This design comes from an exercise in tuning for small area, a short achievable clock period and few clock cycles per item on the open sky130 flow, not from production work.
Function was checked by simulation only, so behaviour that the tests miss may differ from the original.
No driver is modelled on the clock port, so clocking that relies on it looks cheaper here than on a real chip.
Power and IR drop assume default switching activity.

Design systolic_mm_top, start of the top module:
module systolic_mm_top (
    input  logic                  clk,
    input  logic                  rst,
    input  logic                  in_valid,
    input  logic [8-1:0] in_data,
    output logic                  out_valid,
    output logic [8-1:0] out_data,
    output logic                  busy,
    output logic                  done
);
Settings: LEC_CHECK=0, CAP_MARGIN=20, CORE_MARGIN=2, CORE_UTILIZATION=70, CTS_CLUSTER_DIAMETER=60, CTS_CLUSTER_SIZE=34, SETUP_SLACK_MARGIN=3.7, SLEW_MARGIN=20; clock period 6.0 ns.
standard.sh (not shown) runs the stock make flow with config.mk's settings and CLKGATE_MAP_FILE= SYNTH_SCRIPT=/design/flow/synth_recipe.tcl, a recipe that flattens the netlist after the stock synthesis.
==> flow/flow/run.sh <==
#!/bin/bash
set -euo pipefail
cd "$(dirname "$0")/.."
first='proc synth {args} { yosys synth -nofsm -noshare {*}$args }'
[[ "$(head -1 synth_recipe.tcl)" == "$first" ]] || { echo "unexpected synth_recipe.tcl" >&2; exit 1; }
{ echo 'proc synth {args} { yosys synth -nofsm -noshare -noabc {*}$args }'; tail -n +2 synth_recipe.tcl; } > noabc_synth.tcl
sed "s#SYNTH_SCRIPT=$PWD/synth_recipe.tcl#SYNTH_SCRIPT=$PWD/noabc_synth.tcl#; s#^make #make CTS_ARGS='-sink_clustering_enable -repair_clock_nets -sink_clustering_size 34 -sink_clustering_max_diameter 60 -num_static_layers 1' #" standard.sh > noabc_standard.sh
bash noabc_standard.sh > layout.log 2>&1
Testbench counts at the start, summed over its fixed seeds: cycles 24,072, jobs 128.
==> next run, changes <==
--- a/flow/flow/run.sh
+++ b/flow/flow/run.sh
@@ -1,0 +2,5 @@
+# Standard ORFS layout, except that synthesis skips the "abc -fast" pass of
+# yosys synth's fine step (synth -noabc), so extract_fa sees the adder
+# logic as written instead of after an ABC remap that flips polarities and
+# leaves inverters around the full-adder cells. Everything else is the standard flow's
+# standard.sh and synth_recipe.tcl unchanged.
@@ -7 +12,2 @@
-sed "s#SYNTH_SCRIPT=$PWD/synth_recipe.tcl#SYNTH_SCRIPT=$PWD/noabc_synth.tcl#; s#^make #make CTS_ARGS='-sink_clustering_enable -repair_clock_nets -sink_clustering_size 34 -sink_clustering_max_diameter 60 -num_static_layers 1' #" standard.sh > noabc_standard.sh
+grep -q "SYNTH_SCRIPT=$PWD/synth_recipe.tcl" standard.sh || { echo "unexpected standard.sh" >&2; exit 1; }
+sed "s#SYNTH_SCRIPT=$PWD/synth_recipe.tcl#SYNTH_SCRIPT=$PWD/noabc_synth.tcl#" standard.sh > noabc_standard.sh
First-iteration DRC count fell by 13%.
Via count hardly moves.
Setup slack is better by 21 ps.
==> next run, changes <==
- CTS_CLUSTER_SIZE: 34 -> 30
Combinational power increases by about 0.8%.
Sequential power barely changes.
Cell count went up by 0.81%.
Critical path depth stays the same.
Wire length climbs by 4.0%.
Via count rose by 1.8%.

========
Starting RTL as in the previous note.
==> flow/config.mk <==
export PLATFORM = sky130hd
export DESIGN_NAME = systolic_mm_top
export DESIGN_NICKNAME = systolic_mm_top
export VERILOG_FILES = /design/flow/design.v
export SDC_FILE = /design/flow/constraint.sdc
export NUM_CORES = 4
export LEC_CHECK = 0
export CAP_MARGIN = 20
export CORE_MARGIN = 2
export CORE_UTILIZATION = 70
export CTS_CLUSTER_DIAMETER = 60
export CTS_CLUSTER_SIZE = 30
export SETUP_SLACK_MARGIN = 3.7
export SLEW_MARGIN = 20
==> flow/constraint.sdc <==
create_clock -name core_clock -period 6.0 [get_ports {clk}]
set_input_delay 1.2000 -clock core_clock [delete_from_list [all_inputs] [get_ports {clk}]]
set_output_delay 1.2000 -clock core_clock [all_outputs]
set_load 0.01 [all_outputs]
==> flow/flow/run.sh <==
#!/bin/bash
# Standard ORFS layout, except that synthesis skips the "abc -fast" pass of
# yosys synth's fine step (synth -noabc), so extract_fa sees the adder
# logic as written instead of after an ABC remap that flips polarities and
# leaves inverters around the full-adder cells. Everything else is the standard flow's
# standard.sh and synth_recipe.tcl unchanged.
set -euo pipefail
cd "$(dirname "$0")/.."
first='proc synth {args} { yosys synth -nofsm -noshare {*}$args }'
[[ "$(head -1 synth_recipe.tcl)" == "$first" ]] || { echo "unexpected synth_recipe.tcl" >&2; exit 1; }
{ echo 'proc synth {args} { yosys synth -nofsm -noshare -noabc {*}$args }'; tail -n +2 synth_recipe.tcl; } > noabc_synth.tcl
grep -q "SYNTH_SCRIPT=$PWD/synth_recipe.tcl" standard.sh || { echo "unexpected standard.sh" >&2; exit 1; }
sed "s#SYNTH_SCRIPT=$PWD/synth_recipe.tcl#SYNTH_SCRIPT=$PWD/noabc_synth.tcl#; s#^make #make POST_CTS_TCL=$PWD/flow/clock_top.tcl #" standard.sh > noabc_standard.sh
bash noabc_standard.sh > layout.log 2>&1
==> flow/flow/clock_top.tcl <==
# POST_CTS_TCL hook: flatten the top of the clock tree that clock_tree_synthesis
# built. Its leaf buffers (the ones driving flip-flops) are kept as they are;
# the root and branch buffers above them are replaced by four clkbuf_16 roots
# on the clock port, one per quadrant of the leaves, so every flip-flop sees
# two buffers (root, leaf) instead of three. Setup and hold are then repaired
# again as in the CTS step.
set block [ord::get_db_block]
set db [ord::get_db]
set clk_net [$block findNet clk]
set bufmaster [$db findMaster sky130_fd_sc_hd__clkbuf_16]

proc out_net {inst} {
  foreach it [$inst getITerms] {
    if {[$it isOutputSignal]} { return [$it getNet] }
  }
  return ""
}
proc is_clkbuf {inst} {
  return [string match "sky130_fd_sc_hd__clkbuf_*" [[$inst getMaster] getName]]
}

# walk the tree from the port
set internal {}
set leaves {}
set frontier [list $clk_net]
while {[llength $frontier]} {
  set net [lindex $frontier 0]
  set frontier [lrange $frontier 1 end]
  foreach it [$net getITerms] {
    if {[$it isOutputSignal]} continue
    set inst [$it getInst]
    if {![is_clkbuf $inst]} {
      error "clock_top: $net drives non-buffer [$inst getName] above the leaves"
    }
    set on [out_net $inst]
    set kids_buf 0
    set kids_other 0
    foreach it2 [$on getITerms] {
      if {[$it2 isOutputSignal]} continue
      if {[is_clkbuf [$it2 getInst]]} { incr kids_buf } else { incr kids_other }
    }
    # a buffer with any flip-flop load is a leaf; buffers below it are
    # moved onto the new roots as well
    if {$kids_other > 0} {
      lappend leaves $inst
    } else {
      lappend internal $inst
    }
    if {$kids_buf > 0} {
      lappend frontier $on
    }
  }
}
puts "clock_top: [llength $leaves] leaf buffers, [llength $internal] buffers above them"

# quadrants by the medians of the leaf positions
set xs {}
set ys {}
foreach l $leaves {
  set bb [$l getBBox]
  lappend xs [expr {([$bb xMin] + [$bb xMax]) / 2}]
  lappend ys [expr {([$bb yMin] + [$bb yMax]) / 2}]
}
set mx [lindex [lsort -integer $xs] [expr {[llength $xs] / 2}]]
set my [lindex [lsort -integer $ys] [expr {[llength $ys] / 2}]]
array set grp {}
foreach l $leaves x $xs y $ys {
  set g [expr {($x >= $mx ? 1 : 0) + ($y >= $my ? 2 : 0)}]
  lappend grp($g) [list $l $x $y]
}

# remove the old upper tree
foreach inst $internal {
  set on [out_net $inst]
  foreach it [$inst getITerms] { $it disconnect }
  odb::dbInst_destroy $inst
  if {$on ne "" && $on ne $clk_net} { odb::dbNet_destroy $on }
}

# new roots
foreach g [lsort [array names grp]] {
  set sx 0
  set sy 0
  foreach e $grp($g) { incr sx [lindex $e 1]; incr sy [lindex $e 2] }
  set n [llength $grp($g)]
  set cx [expr {$sx / $n}]
  set cy [expr {$sy / $n}]
  set root [odb::dbInst_create $block $bufmaster "clkroot_${g}_clk"]
  $root setLocation [expr {$cx - [$bufmaster getWidth] / 2}] [expr {$cy - [$bufmaster getHeight] / 2}]
  $root setPlacementStatus PLACED
  set rnet [odb::dbNet_create $block "clknet_root_${g}_clk"]
  $rnet setSigType CLOCK
  [$root findITerm A] connect $clk_net
  [$root findITerm X] connect $rnet
  foreach e $grp($g) {
    set l [lindex $e 0]
    set ai [$l findITerm A]
    $ai disconnect
    $ai connect $rnet
  }
  puts "clock_top: root $g at ($cx, $cy) drives $n leaves"
}

detailed_placement
estimate_parasitics -placement
repair_timing_helper
detailed_placement
check_placement -verbose
estimate_parasitics -placement
report_clock_skew
report_worst_slack
The starting point aborted during clock tree synthesis (4_1_cts).
Testbench counts at the start, summed over its fixed seeds: cycles 24,072, jobs 128.
Then changed:
--- a/flow/flow/clock_top.tcl
+++ b/flow/flow/clock_top.tcl
@@ -14 +14,5 @@
-    if {[$it isOutputSignal]} { return [$it getNet] }
+    if {[$it isOutputSignal]} {
+      set n [$it getNet]
+      if {$n eq "NULL"} { return "" }
+      return $n
+    }
@@ -31,0 +36 @@
+    set on [out_net $inst]
@@ -33 +38,10 @@
-      error "clock_top: $net drives non-buffer [$inst getName] above the leaves"
+      if {$on eq ""} {
+        # a dummy load that clock_tree_synthesis added for balance
+        lappend internal $inst
+        continue
+      }
+      if {$net eq $clk_net} {
+        error "clock_top: the clock port drives [$inst getName] directly"
+      }
+      # a sink on a leaf's net, which also drives buffers
+      continue
@@ -35 +48,0 @@
-    set on [out_net $inst]
@@ -37,0 +51,5 @@
+    if {$on eq ""} {
+      # a dummy load that clock_tree_synthesis added for balance
+      lappend internal $inst
+      continue
+    }
@@ -75 +93,3 @@
-  foreach it [$inst getITerms] { $it disconnect }
+  foreach it [$inst getITerms] {
+    if {[$it getNet] ne "NULL"} { $it disconnect }
+  }
Settings changed: SETUP_SLACK_MARGIN 3.7 to 3.9.
The changed run completed with no timing, DRC or antenna violations.
Area after synthesis does not change.
Synthesized cell count is unchanged.
Then changed:
--- a/flow/flow/clock_top.tcl
+++ b/flow/flow/clock_top.tcl
@@ -14,5 +14 @@
-    if {[$it isOutputSignal]} {
-      set n [$it getNet]
-      if {$n eq "NULL"} { return "" }
-      return $n
-    }
+    if {[$it isOutputSignal]} { return [$it getNet] }
@@ -35,0 +32,3 @@
+    if {![is_clkbuf $inst]} {
+      error "clock_top: $net drives non-buffer [$inst getName] above the leaves"
+    }
@@ -37,12 +35,0 @@
-    if {![is_clkbuf $inst]} {
-      if {$on eq ""} {
-        # a dummy load that clock_tree_synthesis added for balance
-        lappend internal $inst
-        continue
-      }
-      if {$net eq $clk_net} {
-        error "clock_top: the clock port drives [$inst getName] directly"
-      }
-      # a sink on a leaf's net, which also drives buffers
-      continue
-    }
@@ -51,5 +37,0 @@
-    if {$on eq ""} {
-      # a dummy load that clock_tree_synthesis added for balance
-      lappend internal $inst
-      continue
-    }
@@ -93,3 +75 @@
-  foreach it [$inst getITerms] {
-    if {[$it getNet] ne "NULL"} { $it disconnect }
-  }
+  foreach it [$inst getITerms] { $it disconnect }
The changed run stopped in clock tree synthesis (4_1_cts).
Area after synthesis is unchanged.
Synthesized cell count does not change.
Then changed:
--- a/flow/flow/clock_top.tcl
+++ b/flow/flow/clock_top.tcl
@@ -42,2 +42,3 @@
-    # a buffer with any flip-flop load is a leaf; buffers below it are
-    # moved onto the new roots as well
+    if {$kids_other > 0 && $kids_buf > 0} {
+      error "clock_top: [$inst getName] drives both buffers and sinks"
+    }
@@ -48,2 +48,0 @@
-    }
-    if {$kids_buf > 0} {
Result: The new run stopped in clock tree synthesis (4_1_cts). Area after synthesis stays the same. Synthesized cell count does not change.
Then changed:
Settings changed: SETUP_SLACK_MARGIN 3.9 to 3.7.
=>
- The new run did not get past clock tree synthesis (4_1_cts)
- area after synthesis is unchanged
- synthesized cell count stays the same
Then changed:
--- a/flow/flow/clock_top.tcl
+++ b/flow/flow/clock_top.tcl
@@ -14 +14,5 @@
-    if {[$it isOutputSignal]} { return [$it getNet] }
+    if {[$it isOutputSignal]} {
+      set n [$it getNet]
+      if {$n eq "NULL"} { return "" }
+      return $n
+    }
@@ -31,0 +36 @@
+    set on [out_net $inst]
@@ -33 +38,10 @@
-      error "clock_top: $net drives non-buffer [$inst getName] above the leaves"
+      if {$on eq ""} {
+        # a dummy load that clock_tree_synthesis added for balance
+        lappend internal $inst
+        continue
+      }
+      if {$net eq $clk_net} {
+        error "clock_top: the clock port drives [$inst getName] directly"
+      }
+      # a sink on a leaf's net, which also drives buffers
+      continue
@@ -35 +48,0 @@
-    set on [out_net $inst]
@@ -37,0 +51,5 @@
+    if {$on eq ""} {
+      # a dummy load that clock_tree_synthesis added for balance
+      lappend internal $inst
+      continue
+    }
@@ -42,3 +60,2 @@
-    if {$kids_other > 0 && $kids_buf > 0} {
-      error "clock_top: [$inst getName] drives both buffers and sinks"
-    }
+    # a buffer with any flip-flop load is a leaf; buffers below it are
+    # moved onto the new roots as well
@@ -48,0 +66,2 @@
+    }
+    if {$kids_buf > 0} {
@@ -74 +93,3 @@
-  foreach it [$inst getITerms] { $it disconnect }
+  foreach it [$inst getITerms] {
+    if {[$it getNet] ne "NULL"} { $it disconnect }
+  }
The changed run finished clean.
Synthesized area is unchanged.
Synthesized cell count is unchanged.

==> static timing again, ports no longer ideal <==
The results above use ideal ports. As a check the final layouts listed here were re-extracted and re-timed, cells and wires unchanged.
Step 1 (the two cells are an assumption about what drives the block):
set clk [get_ports {clk}]
set_driving_cell -lib_cell sky130_fd_sc_hd__clkbuf_16 $clk
set_driving_cell -lib_cell sky130_fd_sc_hd__buf_2 [delete_from_list [all_inputs] $clk]
Step 2, shift: input delay + t, output delay - t, t = (earliest + latest rising clock arrival at the registers) / 2. This alone moves slack from input paths to output paths.
a / b / c = no drivers / after step 1 / after step 2; a / b = the first two.
run | t (ns) | setup slack, ns | worst setup path after step 2 | worst data-port slew with drivers (ns) | pins driven straight from the clock port
the first run of note 1 | 0.693 | 3.701 / 3.661 / 3.041 | input to register | 0.04 | 1
the second run of note 1 | 0.695 | 3.722 / 3.656 / 3.087 | input to register | 0.04 | 1
the third run of note 1 | 0.721 | 3.695 / 3.628 / 3.029 | input to register | 0.04 | 1
the second run of note 2 | 0.621 | 3.710 / 3.725 / 3.169 | input to register | 0.07 | 4
the sixth run of note 2 | 0.625 | 3.686 / 3.730 / 3.172 | input to register | 0.04 | 4
After both steps setup and hold are still met in every run listed. The setup slack of the third run of note 1, which loses most, moves by -0.067 ns with the drivers and by -0.666 ns with both steps.
